This design comes from an exercise in tuning for small area, a short achievable clock period and few clock cycles per item on the open sky130 flow, not from production work.
Where RTL was checked, it was by simulation tests only, not by an equivalence proof against the original.
Power figures rest on the tool's default switching activity, not on a simulated workload.

==> module cnn_layer_par, before the edit <==
module cnn_layer_par (
  input  logic         clk,
  input  logic         reset,
  input  logic         start,
  input  logic [3:0]   ch_en,
  input  logic         relu_en,
  input  logic         wt_we,
  input  logic [1:0]   wt_ch,
  input  logic [0:0]   wt_w,
  input  logic [3:0]   wt_tap,
  input  logic [15:0]  wt_data,
  input  logic         in_valid,
  output logic         in_ready,
  input  logic [63:0]  in_data,
  output logic [127:0] out_data,
  output logic [3:0]   finished
);
  logic       busy_q;      
  logic [8:0] tap_q;       
  logic       rdy_q;
  logic [3:0] en_q, fin_q;
  logic       relu_q;
  logic       first_q;     
  logic       p1_q;        
  logic       p2_q;        
  logic       clr_q;       
  logic       go, hs;
  assign go = start & ~busy_q;
  assign hs = in_valid & rdy_q & (busy_q | start);
  always_ff @(posedge clk) begin
    if (reset) begin
      busy_q  <= 1'b0;
      tap_q   <= 9'd1;
      rdy_q   <= 1'b1;
      en_q    <= '0;
      relu_q  <= 1'b0;
      fin_q   <= '0;
      first_q <= 1'b0;
      p1_q    <= 1'b0;
      p2_q    <= 1'b0;
      clr_q   <= 1'b1;
    end else begin
      clr_q   <= p2_q;
      first_q <= hs & tap_q[0];
      p1_q    <= hs & tap_q[8];
      p2_q    <= p1_q;
      if (go) begin
        busy_q <= 1'b1;
        en_q   <= ch_en;
        relu_q <= relu_en;
        fin_q  <= '0;
      end else if (p2_q) begin
        busy_q <= 1'b0;
        fin_q  <= '1;
      end else if (busy_q) begin
        fin_q  <= fin_q | ~en_q;    
      end
      if (p2_q) begin
        tap_q <= 9'd1;
        rdy_q <= 1'b1;
      end else if (hs) begin
        tap_q <= tap_q << 1;
        rdy_q <= ~tap_q[8];
      end
    end
  end
  logic [15:0] wt_q [72];
  logic        wv_q;         
  logic        wclr_q;       
  logic [2:0]  wl_q;         
  logic [8:0]  wt1_q;        
  logic [15:0] wd_q;         
  logic        wt_ok;
  assign wt_ok = wt_we & ~busy_q & (wt_tap < 4'd9);
  always_ff @(posedge clk) begin
    wclr_q <= reset;
    wv_q   <= ~reset & wt_ok;
    wl_q   <= {wt_ch, wt_w};
    wd_q   <= wt_data;
    for (int t = 0; t < 9; t++) wt1_q[t] <= (wt_tap == 4'(t));
  end
  for (genvar i = 0; i < 72; i++) begin : g_wt
    localparam int L = i / 9;
    localparam int T = i % 9;
    wire wen = wclr_q | (wv_q && wl_q == 3'(L) && wt1_q[T]);
    always_ff @(posedge clk) begin
      if (wen) wt_q[i] <= wclr_q ? 16'd0 : wd_q;
    end
  end
  logic [7:0]  one_q [4];
  logic [7:0]  two_q [4];
  logic [7:0]  neg_q [4];
  logic [7:0]  negv_q [4];
  logic [15:0] w_q   [8];
  for (genvar c = 0; c < 4; c++) begin : g_enc
    logic [16:0] xe;
    logic [7:0] one_d, two_d, neg_d, negv_d;
    assign xe = {in_data[16*c +: 16], 1'b0};
    always_comb begin
      for (int j = 0; j < 8; j++) begin
        one_d[j] = hs & (xe[2*j+1] ^ xe[2*j]);
        two_d[j] = hs & ((xe[2*j+2] & ~xe[2*j+1] & ~xe[2*j]) | (~xe[2*j+2] & xe[2*j+1] & xe[2*j]));
        neg_d[j] = hs & xe[2*j+2];
        negv_d[j] = hs & ~xe[2*j+2];
      end
    end
    always_ff @(posedge clk) begin
      one_q[c] <= one_d;
      two_q[c] <= two_d;
      neg_q[c] <= neg_d;
      negv_q[c] <= negv_d;
    end
  end
  for (genvar l = 0; l < 8; l++) begin : g_wsel
    logic [15:0] ws;
    always_comb begin
      ws = '0;
      for (int t = 0; t < 9; t++) begin
        ws = ws | (wt_q[l*9 + t] & {16{tap_q[t]}});
      end
    end
    wire hit = wclr_q | (wv_q && wl_q == 3'(l) && |(wt1_q & tap_q));
    always_ff @(posedge clk) w_q[l] <= hit ? (wclr_q ? 16'd0 : wd_q) : ws;
  end
  for (genvar l = 0; l < 8; l++) begin : g_lane
    cnn_mac_lane u_lane (
      .clk   (clk),
      .clr (go),
      .one   (one_q[l/2]),
      .two   (two_q[l/2]),
      .neg   (neg_q[l/2]),
      .negv  (negv_q[l/2]),
      .w     (w_q[l]),
      .relu  (relu_q),
      .en    (en_q[l/2]),
      .out   (out_data[16*l +: 16])
    );
  end
  assign in_ready = rdy_q;
  assign finished = fin_q;
endmodule
Settings: LEC_CHECK=0, CAP_MARGIN=20, CORE_MARGIN=2, CORE_UTILIZATION=55, CTS_CLUSTER_DIAMETER=60, CTS_CLUSTER_SIZE=30, SLEW_MARGIN=20; clock period 11.0 ns.
standard.sh (not shown) runs the stock make flow with config.mk's settings and CLKGATE_MAP_FILE= SYNTH_SCRIPT=/design/flow/synth_recipe.tcl, a recipe that flattens the netlist after the stock synthesis.
==> flow/flow/run.sh <==
#!/bin/bash
set -euo pipefail
MARGIN=${MARGIN:-7.5}
bash standard.sh SETUP_SLACK_MARGIN=$MARGIN finish > standard_flow.log 2>&1
Testbench counts at the start, summed over its fixed seeds: cycles 2,816, passes 256.
Edit:
--- a/flow/design.v
+++ b/flow/design.v
@@ -603,10 +603,8 @@
         fin_q  <= '0;
       end else if (p2_q) begin
         busy_q <= 1'b0;
         fin_q  <= '1;
-      end else if (busy_q) begin
-        fin_q  <= fin_q | ~en_q;    
       end
       if (p2_q) begin
         tap_q <= 9'd1;
         rdy_q <= 1'b1;
Global-route usage decreases by 0.23 points.
Non-clock buffer count decreases by 26.
Combinational power barely changes.
Clock power decreases by about 3%.
Maximum frequency decreases by 2.3%.
Sequential power stays flat.
Count of clock-buffer cells in the layout decreases by 1.
Critical path depth increases by 1.
Area after synthesis barely changes.
Total power decreases by about 0.75%.
No functional check of the RTL was part of the second run of this note.

port drivers added, routing unchanged:
Ports are ideal in the flow. The routed layouts listed here were re-timed in OpenROAD. Step 1: set_driving_cell puts a clkbuf_16 on clk and a buf_2 on each other input, an assumption about the parent block. Step 2, shift: input delay + t, output delay - t, t = (earliest + latest rising clock arrival at the registers) / 2. This alone moves slack from input paths to output paths. Three values: ideal, step 1, step 2; two values: the first two.
| run | shift t [ns] | setup slack, ns | slew at the worst register clock pin (ns) | worst slew at a driven data input, ns | cell pins on the clock port's net |
|---|---|---|---|---|---|
| the first run | 0.954 | 7.392 / 7.299 / 6.648 | 0.11 / 0.11 | 0.16 | 1 |
| the second run | 0.934 | 7.308 / 7.208 / 6.643 | 0.11 / 0.11 | 0.22 | 1 |
After both steps setup and hold are still met in every run listed. The setup slack of the first run, which loses most, moves by -0.093 ns with the drivers and by -0.744 ns with both steps.
